Background: an optimization exercise with open tools, aiming at small area, a short achievable clock period and few clock cycles. Do not read the settings as production practice. The RTL was checked by simulation tests, not by an equivalence proof against the original design.

==> module axil_slave_port, before the edit <==
module axil_slave_port (
  input  logic            clk_main_a0,
  input  logic            rst_main_n_sync,
  input  logic            awvalid,
  input  axil_pkg::addr_t awaddr,
  output logic            awready,
  input  logic            wvalid,
  input  axil_pkg::word_t wdata,
  input  logic [3:0]      wstrb,
  output logic            wready,
  output logic            bvalid,
  output axil_pkg::resp_t bresp,
  input  logic            bready,
  input  logic            arvalid,
  input  axil_pkg::addr_t araddr,
  output logic            arready,
  output logic            rvalid,
  output axil_pkg::word_t rdata,
  output axil_pkg::resp_t rresp,
  input  logic            rready,
  output logic            wr_done,
  output logic            wr_hit_now,
  output logic            wr_nz_now,
  output logic            data_wr,
  output axil_pkg::word_t data_wdata,
  output logic            data_rd,
  input  axil_pkg::word_t rd_word,
  input  logic            rd_hold
);
  logic aw_hs, w_hs, b_hs, ar_hs;
  logic aw_have, w_have;
  logic aw_hit, ar_hit;
  logic wr_hit_q;
  axil_pkg::word_t rd_value, rdata_held;
  logic wr_fire;
  axil_pkg::word_t wd_q;
  assign bresp = axil_pkg::RESP_OKAY;
  assign rresp = axil_pkg::RESP_OKAY;
  assign aw_hs   = awvalid && awready;
  assign w_hs    = wvalid && wready;
  assign b_hs    = bvalid && bready;
  assign aw_have = !awready || aw_hs;
  assign w_have  = !wready || w_hs;
  assign wr_done = aw_have && w_have && !bvalid;
  assign aw_hit     = (awaddr == axil_pkg::DATA_REG_ADDR);
  assign wr_hit_now = aw_hs ? aw_hit : wr_hit_q;
  assign wr_nz_now  = w_hs ? (wdata != '0) : (wd_q != '0);
  always_ff @(posedge clk_main_a0) begin
    if (!rst_main_n_sync) begin
      awready <= 1'b1;
      wready  <= 1'b1;
      bvalid  <= 1'b0;
      wr_fire <= 1'b0;
    end else begin
      awready <= b_hs || (awready && !aw_hs);
      wready  <= b_hs || (wready && !w_hs);
      bvalid  <= wr_done || (bvalid && !bready);
      wr_fire <= wr_done;
    end
  end
  always_ff @(posedge clk_main_a0) begin
    if (aw_hs) begin
      wr_hit_q <= aw_hit;
    end
    if (w_hs) begin
      wd_q <= wdata;
    end
  end
  assign data_wr    = wr_fire && wr_hit_q;
  assign data_wdata = wd_q;
  assign ar_hs   = arvalid && arready;
  assign ar_hit  = (araddr == axil_pkg::DATA_REG_ADDR);
  assign data_rd = ar_hs && ar_hit;
  always_ff @(posedge clk_main_a0) begin
    if (!rst_main_n_sync) begin
      arready <= 1'b1;
      rvalid  <= 1'b0;
    end else begin
      arready <= !(ar_hs || (rvalid && !rready) || rd_hold);
      rvalid  <= ar_hs || (rvalid && !rready);
    end
  end
  assign rd_value = ar_hit ? rd_word : axil_pkg::UNIMPL_VALUE;
  always_ff @(posedge clk_main_a0) begin
    rdata_held <= ar_hs ? rd_value : rdata;
    rdata      <= ar_hs ? rd_value : rdata_held;
  end
endmodule
clock: 13.0 ns
lec_check: 0
abc_clock_period_in_ps: 3800
cap_margin: 20
core_margin: 2
core_utilization: 50
cts_cluster_diameter: 100
cts_cluster_size: 25
slew_margin: 20
standard.sh (not shown) runs the stock make flow with config.mk's settings and CLKGATE_MAP_FILE= SYNTH_SCRIPT=/design/flow/synth_recipe.tcl, a recipe that flattens the netlist after the stock synthesis.
==> flow/flow/run.sh <==
#!/bin/bash
set -euo pipefail
bash standard.sh synth > synth.log 2>&1
bash standard.sh SETUP_SLACK_MARGIN=9.2 finish > layout.log 2>&1
Testbench counts at the start, summed over its fixed seeds: cycles 34,911.
Then changed:
--- a/flow/design.v
+++ b/flow/design.v
@@ -86,16 +86,16 @@
       wready  <= b_hs || (wready && !w_hs);
       bvalid  <= wr_done || (bvalid && !bready);
       wr_fire <= wr_done;
     end
   end
   always_ff @(posedge clk_main_a0) begin
-    if (aw_hs) begin
+    if (awready) begin
       wr_hit_q <= aw_hit;
     end
-    if (w_hs) begin
+    if (wready) begin
       wd_q <= wdata;
     end
   end
   assign data_wr    = wr_fire && wr_hit_q;
   assign data_wdata = wd_q;
   assign ar_hs   = arvalid && arready;
@@ -109,14 +109,14 @@
       arready <= !(ar_hs || (rvalid && !rready) || rd_hold);
       rvalid  <= ar_hs || (rvalid && !rready);
     end
   end
   assign rd_value = ar_hit ? rd_word : axil_pkg::UNIMPL_VALUE;
   always_ff @(posedge clk_main_a0) begin
-    rdata_held <= ar_hs ? rd_value : rdata;
-    rdata      <= ar_hs ? rd_value : rdata_held;
+    rdata_held <= arready ? rd_value : rdata;
+    rdata      <= arready ? rd_value : rdata_held;
   end
 endmodule
 `default_nettype wire
 `default_nettype none
 module operand_loader (
   input  logic              clk_main_a0,
Final cell count hardly moves.
Non-clock buffer count came out higher by 5.
Register-to-register slack gets better by 0.02 ns.
Hold slack got worse by 0.019 ns.
Setup slack gets worse by 0.14 ns.
Testbench counts after the change, summed over its fixed seeds: cycles 34,911.

static timing again, ports no longer ideal:
No port has a modelled driver above. Below, the same layouts with a new extraction and two added sets of constraints. Step 1 assumes that a clkbuf_16 drives the clock port and a buf_2 every other input. Step 2 times the ports against the registers' clock, not the clock port: input delays grow and output delays shrink by t, the midpoint of the rising clock arrivals with the driver on. a / b / c = no drivers / after step 1 / after step 2; a / b = the first two.
| run | t (ns) | setup slack, ns | latest minus earliest clock arrival (ns) |
|---|---|---|---|
| the first run | 0.925 | 9.076 / 8.980 / 8.349 | 0.046 / 0.046 |
| the second run | 0.936 | 8.936 / 8.842 / 8.419 | 0.065 / 0.065 |
After both steps setup and hold are still met in every run listed. The setup slack of the first run, which loses most, moves by -0.096 ns with the drivers and by -0.727 ns with both steps.
